From an optimization exercise on the open Yosys and OpenROAD flow, aimed at small area and a short achievable clock period; shortcuts taken in it are not production practice.
Where RTL was checked, it was by simulation tests only, not by an equivalence proof against the original.

==> v29: inputs <==
==> flow/design.v <==
package shared_mem_pkg;
  localparam logic [1:0] GNT_NONE = 2'b00;
  localparam logic [1:0] GNT1     = 2'b01;
  localparam logic [1:0] GNT2     = 2'b10;
  localparam logic [1:0] GNT3     = 2'b11;
  localparam int WAIT_MAX = 7;
  localparam int CNT_W    = 3;
  typedef enum logic [1:0] {
    S_IDLE = 2'b00,
    S_WAIT = 2'b01,
    S_ACK  = 2'b10
  } state_t;
  function automatic logic [2:0] ack_onehot(input logic [1:0] g);
    logic [2:0] a;
    a = 3'b000;
    case (g)
      GNT1:    a = 3'b001;
      GNT2:    a = 3'b010;
      GNT3:    a = 3'b100;
      default: a = 3'b000;
    endcase
    ack_onehot = a;
  endfunction
endpackage
module sp_ram #(
  parameter int DATA_W = 16
) (
  input  logic              clk,
  input  logic [7:0]        wra_hi,
  input  logic [7:0]        wra_hi_n,
  input  logic [7:0]        wrb_hi,
  input  logic [7:0]        wrb_hi_n,
  input  logic [7:0]        wr_lo,
  input  logic [7:0]        wr_lo_n,
  input  logic [DATA_W-1:0] wr_data,
  output logic [1:0]        ph,
  input  logic [63:0]       rd_sel0,
  input  logic [63:0]       rd_sel2,
  output logic [DATA_W-1:0] tap_word
);
  localparam int NG = 64;
  logic [DATA_W-1:0] ring [NG][4];
  always_ff @(posedge clk) ph <= ph + 2'd1;
  for (genvar g = 0; g < NG; g++) begin : g_ring
    logic wa, wa_n, wb, wb_n;
    assign wa   = wra_hi[g/8]   &  wr_lo[g%8];
    assign wa_n = wra_hi_n[g/8] |  wr_lo_n[g%8];
    assign wb   = wrb_hi[g/8]   &  wr_lo[g%8];
    assign wb_n = wrb_hi_n[g/8] |  wr_lo_n[g%8];
    always_ff @(posedge clk) begin
      ring[g][0] <= ~(({DATA_W{wa_n}} | wr_data) & ({DATA_W{wa}} | ring[g][3]));
      ring[g][1] <= ring[g][0];
      ring[g][2] <= ~(({DATA_W{wb_n}} | wr_data) & ({DATA_W{wb}} | ring[g][1]));
      ring[g][3] <= ring[g][2];
    end
  end
  always_comb begin
    tap_word = '0;
    for (int g = 0; g < NG; g++)
      tap_word = tap_word | ({DATA_W{rd_sel0[g]}} & ring[g][0])
                          | ({DATA_W{rd_sel2[g]}} & ring[g][2]);
  end
endmodule
module shared_mem_ctrl #(
  parameter int ADDR_W      = 8,
  parameter int DATA_W      = 16,
  parameter int WAIT_STATES = 2
) (
  input  logic                clk,
  input  logic                reset_n,
  input  logic [1:0]          grant,
  input  logic [2:0]          cpu_we,
  input  logic [3*ADDR_W-1:0] cpu_addr,
  input  logic [3*DATA_W-1:0] cpu_wdata,
  output logic [2:0]          cpu_ack,
  output logic [DATA_W-1:0]   rdata,
  output logic [1:0]          owner,
  output logic                busy
);
  logic              st1, st2;
  logic              sel_we;
  logic [ADDR_W-1:0] sel_addr;
  logic [DATA_W-1:0] sel_wdata;
  logic              start;
  logic              we_q;
  logic [ADDR_W-1:0] addr_q;
  logic [ADDR_W-1:0] addr_nx;
  logic [DATA_W-1:0] wdata_q;
  logic [1:0]        ph;
  logic [1:0]        pos_nx;
  logic              wr_go;
  logic [7:0]        wa_hi, wa_hi_n, wb_hi, wb_hi_n, w_lo, w_lo_n;
  logic [DATA_W-1:0] w_data;
  logic              wr_e2, wr_ok;
  logic [63:0]       sel0, sel2;
  logic              on_tap, on_tap0;
  logic [DATA_W-1:0] tap_word;
  logic [DATA_W-1:0] mid_word;
  logic              rd1;
  logic              use_mid, use_mid_n, use_tap, use_tap_n, use_old;
  always_comb begin
    sel_we    = 1'b0;
    sel_addr  = '0;
    sel_wdata = '0;
    case (grant)
      shared_mem_pkg::GNT1: begin
        sel_we    = cpu_we[0];
        sel_addr  = cpu_addr[0 +: ADDR_W];
        sel_wdata = cpu_wdata[0 +: DATA_W];
      end
      shared_mem_pkg::GNT2: begin
        sel_we    = cpu_we[1];
        sel_addr  = cpu_addr[ADDR_W +: ADDR_W];
        sel_wdata = cpu_wdata[DATA_W +: DATA_W];
      end
      shared_mem_pkg::GNT3: begin
        sel_we    = cpu_we[2];
        sel_addr  = cpu_addr[2*ADDR_W +: ADDR_W];
        sel_wdata = cpu_wdata[2*DATA_W +: DATA_W];
      end
      default: ;
    endcase
  end
  assign start = !busy && (grant != shared_mem_pkg::GNT_NONE);
  always_ff @(posedge clk) begin
    if (!busy) begin
      we_q    <= sel_we;
      addr_q  <= sel_addr;
      wdata_q <= sel_wdata;
    end
  end
  assign addr_nx = busy ? addr_q : sel_addr;
  assign pos_nx  = addr_nx[1:0] + ph + 2'd1;
  always_ff @(posedge clk or negedge reset_n) begin
    if (!reset_n) begin
      busy    <= 1'b0;
      st1     <= 1'b0;
      st2     <= 1'b0;
      owner   <= shared_mem_pkg::GNT_NONE;
      cpu_ack <= 3'b000;
    end else begin
      st1     <= start;
      st2     <= st1;
      cpu_ack <= st2 ? shared_mem_pkg::ack_onehot(owner) : 3'b000;
      if (start) begin
        busy  <= 1'b1;
        owner <= grant;
      end else if (busy && !st1 && !st2) begin
        busy  <= 1'b0;
        owner <= shared_mem_pkg::GNT_NONE;
      end
    end
  end
  assign wr_go = (st1 || st2) && we_q && pos_nx[0];
  always_ff @(posedge clk) begin
    wa_hi   <= (wr_go && pos_nx[1]) ? (8'b1 << addr_q[7:5]) : 8'h00;
    wa_hi_n <= (wr_go && pos_nx[1]) ? ~(8'b1 << addr_q[7:5]) : 8'hff;
    wb_hi   <= (wr_go && !pos_nx[1]) ? (8'b1 << addr_q[7:5]) : 8'h00;
    wb_hi_n <= (wr_go && !pos_nx[1]) ? ~(8'b1 << addr_q[7:5]) : 8'hff;
    w_lo    <= 8'b1 << addr_q[4:2];
    w_lo_n  <= ~(8'b1 << addr_q[4:2]);
    w_data  <= pos_nx[1] ? wdata_q : ~wdata_q;
    wr_e2   <= st1;
  end
  assign wr_ok = !wr_e2 || st2;
  always_ff @(posedge clk) begin
    sel0     <= (pos_nx == 2'd0) ? (64'b1 << addr_nx[7:2]) : 64'b0;
    sel2     <= (pos_nx == 2'd2) ? (64'b1 << addr_nx[7:2]) : 64'b0;
    on_tap   <= !pos_nx[0];
    on_tap0  <= (pos_nx == 2'd0);
    mid_word <= tap_word;
  end
  assign rd1 = st1 && !we_q;
  always_ff @(posedge clk or negedge reset_n) begin
    if (!reset_n) begin
      use_mid   <= 1'b0;
      use_mid_n <= 1'b0;
      use_tap   <= 1'b0;
      use_tap_n <= 1'b0;
      use_old   <= 1'b0;
    end else begin
      use_mid   <= rd1 &&  on_tap && !on_tap0;
      use_mid_n <= rd1 &&  on_tap &&  on_tap0;
      use_tap   <= rd1 && !on_tap && (pos_nx != 2'd0);
      use_tap_n <= rd1 && !on_tap && (pos_nx == 2'd0);
      use_old   <= !rd1;
    end
  end
  always_ff @(posedge clk or negedge reset_n) begin
    if (!reset_n) rdata <= '0;
    else          rdata <= ({DATA_W{use_mid}}   &  mid_word) |
                           ({DATA_W{use_mid_n}} & ~mid_word) |
                           ({DATA_W{use_tap}}   &  tap_word) |
                           ({DATA_W{use_tap_n}} & ~tap_word) |
                           ({DATA_W{use_old}}   &  rdata);
  end
  sp_ram #(
    .DATA_W(DATA_W)
  ) u_ram (
    .clk     (clk),
    .wra_hi  (wa_hi & {8{wr_ok}}),
    .wra_hi_n(wa_hi_n | {8{!wr_ok}}),
    .wrb_hi  (wb_hi & {8{wr_ok}}),
    .wrb_hi_n(wb_hi_n | {8{!wr_ok}}),
    .wr_lo   (w_lo),
    .wr_lo_n (w_lo_n),
    .wr_data (w_data),
    .ph      (ph),
    .rd_sel0 (sel0),
    .rd_sel2 (sel2),
    .tap_word(tap_word)
  );
endmodule
==> flow/run.sh <==
#!/bin/bash
# synth_recipe.tcl (not shown) runs the flow's synth.tcl, then flattens the netlist and writes it again
# the make line also repeats each setting of config.mk as NAME=value (left out here)
make -C /OpenROAD-flow-scripts/flow DESIGN_CONFIG=/design/flow/config.mk WORK_HOME=/design/flow/orfs CLKGATE_MAP_FILE= SYNTH_SCRIPT=/design/flow/synth_recipe.tcl finish
==> flow/config.mk <==
export PLATFORM = sky130hd
export DESIGN_NAME = shared_mem_ctrl
export DESIGN_NICKNAME = shared_mem_ctrl
export VERILOG_FILES = /design/flow/design.v
export SDC_FILE = /design/flow/constraint.sdc
export NUM_CORES = 4
export LEC_CHECK = 0
export CAP_MARGIN = 20
export CORE_MARGIN = 2
export CORE_UTILIZATION = 55
export CTS_CLUSTER_DIAMETER = 70
export CTS_CLUSTER_SIZE = 25
export SETUP_SLACK_MARGIN = 3.3
export SLEW_MARGIN = 20
==> flow/constraint.sdc <==
create_clock -name core_clock -period 6.0 [get_ports {clk}]
set_input_delay 1.2000 -clock core_clock [delete_from_list [all_inputs] [get_ports {clk}]]
set_output_delay 1.2000 -clock core_clock [all_outputs]
set_load 0.01 [all_outputs]
==> v37: changes against v29 <==
==> flow/design.v, changed modules only <==
module sp_ram #(
  parameter int DATA_W = 16
) (
  input  logic              clk,
  input  logic              wr_go,
  input  logic [7:0]        wr_hi,
  input  logic [7:0]        wr_lo,
  input  logic [DATA_W-1:0] wr_data,
  output logic [1:0]        ph,
  input  logic [7:0]        rd_hi,
  input  logic [7:0]        rd_lo,
  input  logic [1:0]        rd_idx,
  output logic              tap_hit,
  output logic [DATA_W-1:0] tap_word
);
  localparam int NG = 64;
  logic [DATA_W-1:0] ring [NG][4];
  logic [1:0]        rd_pos;
  logic [2*NG-1:0]   tap_sel;
  always_ff @(posedge clk) ph <= ph + 2'd1;
  for (genvar g = 0; g < NG; g++) begin : g_ring
    always_ff @(posedge clk) begin
      ring[g][1] <= ring[g][0];
      ring[g][2] <= ring[g][1];
      ring[g][3] <= ring[g][2];
      if (wr_go && wr_hi[g/8] && wr_lo[g%8]) ring[g][0] <= wr_data;
      else                                   ring[g][0] <= ring[g][3];
    end
  end
  assign rd_pos  = rd_idx + ph;
  assign tap_hit = !rd_pos[0];
  always_comb begin
    for (int g = 0; g < NG; g++) begin
      tap_sel[2*g]   = rd_hi[g/8] && rd_lo[g%8] && !rd_pos[1];
      tap_sel[2*g+1] = rd_hi[g/8] && rd_lo[g%8] &&  rd_pos[1];
    end
    tap_word = '0;
    for (int g = 0; g < NG; g++)
      tap_word = tap_word | ({DATA_W{tap_sel[2*g]}}   & ring[g][0])
                          | ({DATA_W{tap_sel[2*g+1]}} & ring[g][2]);
  end
endmodule
module shared_mem_ctrl #(
  parameter int ADDR_W      = 8,
  parameter int DATA_W      = 16,
  parameter int WAIT_STATES = 2
) (
  input  logic                clk,
  input  logic                reset_n,
  input  logic [1:0]          grant,
  input  logic [2:0]          cpu_we,
  input  logic [3*ADDR_W-1:0] cpu_addr,
  input  logic [3*DATA_W-1:0] cpu_wdata,
  output logic [2:0]          cpu_ack,
  output logic [DATA_W-1:0]   rdata,
  output logic [1:0]          owner,
  output logic                busy
);
  logic              st1, st2;
  logic              sel_we;
  logic [ADDR_W-1:0] sel_addr;
  logic [DATA_W-1:0] sel_wdata;
  logic              start;
  logic              we_q;
  logic [1:0]        idx_q;
  logic [7:0]        hi_q, lo_q;
  logic [DATA_W-1:0] wdata_q;
  logic              fwd_q;
  logic              st_valid;
  logic [1:0]        st_idx;
  logic [7:0]        st_hi, st_lo;
  logic [DATA_W-1:0] st_data;
  logic              st_go;
  logic [1:0]        ph;
  logic              tap_hit;
  logic [DATA_W-1:0] tap_word;
  logic              mid_hit;
  logic [DATA_W-1:0] mid_word;
  always_comb begin
    sel_we    = 1'b0;
    sel_addr  = '0;
    sel_wdata = '0;
    case (grant)
      shared_mem_pkg::GNT1: begin
        sel_we    = cpu_we[0];
        sel_addr  = cpu_addr[0 +: ADDR_W];
        sel_wdata = cpu_wdata[0 +: DATA_W];
      end
      shared_mem_pkg::GNT2: begin
        sel_we    = cpu_we[1];
        sel_addr  = cpu_addr[ADDR_W +: ADDR_W];
        sel_wdata = cpu_wdata[DATA_W +: DATA_W];
      end
      shared_mem_pkg::GNT3: begin
        sel_we    = cpu_we[2];
        sel_addr  = cpu_addr[2*ADDR_W +: ADDR_W];
        sel_wdata = cpu_wdata[2*DATA_W +: DATA_W];
      end
      default: ;
    endcase
  end
  assign start = !busy && (grant != shared_mem_pkg::GNT_NONE);
  always_ff @(posedge clk) begin
    if (!busy) begin
      we_q    <= sel_we;
      idx_q   <= sel_addr[1:0];
      hi_q    <= 8'b1 << sel_addr[7:5];
      lo_q    <= 8'b1 << sel_addr[4:2];
      wdata_q <= sel_wdata;
      fwd_q   <= (sel_addr[1:0] == st_idx) && st_hi[sel_addr[7:5]] &&
                 st_lo[sel_addr[4:2]];
    end
  end
  always_ff @(posedge clk or negedge reset_n) begin
    if (!reset_n) begin
      busy    <= 1'b0;
      st1     <= 1'b0;
      st2     <= 1'b0;
      owner   <= shared_mem_pkg::GNT_NONE;
      cpu_ack <= 3'b000;
    end else begin
      st1     <= start;
      st2     <= st1;
      cpu_ack <= st2 ? shared_mem_pkg::ack_onehot(owner) : 3'b000;
      if (start) begin
        busy  <= 1'b1;
        owner <= grant;
      end else if (busy && !st1 && !st2) begin
        busy  <= 1'b0;
        owner <= shared_mem_pkg::GNT_NONE;
      end
    end
  end
  assign st_go = st_valid && (st_idx + ph == 2'd3);
  always_ff @(posedge clk) begin
    if (st2 && we_q) begin
      st_valid <= 1'b1;
      st_idx   <= idx_q;
      st_hi    <= hi_q;
      st_lo    <= lo_q;
      st_data  <= wdata_q;
    end else if (st_go) begin
      st_valid <= 1'b0;
    end
  end
  always_ff @(posedge clk) begin
    mid_hit  <= tap_hit;
    mid_word <= tap_word;
  end
  always_ff @(posedge clk or negedge reset_n) begin
    if (!reset_n)          rdata <= '0;
    else if (st2 && !we_q) rdata <= fwd_q   ? st_data  :
                                    mid_hit ? mid_word : tap_word;
  end
  sp_ram #(
    .DATA_W(DATA_W)
  ) u_ram (
    .clk     (clk),
    .wr_go   (st_go),
    .wr_hi   (st_hi),
    .wr_lo   (st_lo),
    .wr_data (st_data),
    .ph      (ph),
    .rd_hi   (hi_q),
    .rd_lo   (lo_q),
    .rd_idx  (idx_q),
    .tap_hit (tap_hit),
    .tap_word(tap_word)
  );
endmodule
CTS_CLUSTER_DIAMETER = default   (was 70)
CTS_CLUSTER_SIZE = default   (was 25)
SETUP_SLACK_MARGIN = 2.5   (was 3.3)
==> reports/results.ini <==
[cts]
postCtsSetupRepairBufs=22
cts_max_level=5

[global_route]
grt_pass1_wl_mm=602.2
overflow=0

[yosys]
synth_top_area_share_pct=72.94
synth_area_um2=113000
syn_inst=7873
synth_fa_ha_area_share_pct=0.02215

[run_status]
outcome=finished clean

[end of results for v37]
==> reports/results.ini <==
[run_status]
outcome=stopped before the end
stop_stage=5_1_grt
error_line=[ERROR GRT-0116] Global routing finished with congestion. Check the congestion regions in the DRC Viewer.

[yosys]
synth_mux_area_share_pct=0.3855
syn_inst=9470
synth_top_area_share_pct=72.75
synth_fa_ha_area_share_pct=0.01053
synth_area_um2=118800

[global_route]
overflow=12
grt_pass1_wl_mm=1109

[cts]
postCtsSetupRepairBufs=32
cts_max_level=4

[floorplanning]
io_pins=101

[end of results for v29]
No functional check of the RTL was part of v37.

[separate check: timing with driven ports]
The flow's constraints put no driver on any port. The routed layout listed below was extracted and timed again, unchanged, in two steps.
Step 1, drivers: a clkbuf_16 drives clk and a buf_2 each remaining input, both assumed.
Step 2, shift: input delay + t, output delay - t, t = (earliest + latest rising clock arrival at the registers) / 2. This alone moves slack from input paths to output paths.
Three values: ideal ports, drivers, drivers and shift; two values: the first two.
run: v37
t, ns: 1.077
slack for setup (ns): 2.431 / 2.419 / 1.783
hold slack, ns: 0.294 / 0.294 / 0.294
After both steps v37 still meets setup and hold. For v37, drivers alone change the setup slack by -0.012 ns; drivers and shift together by -0.648 ns.
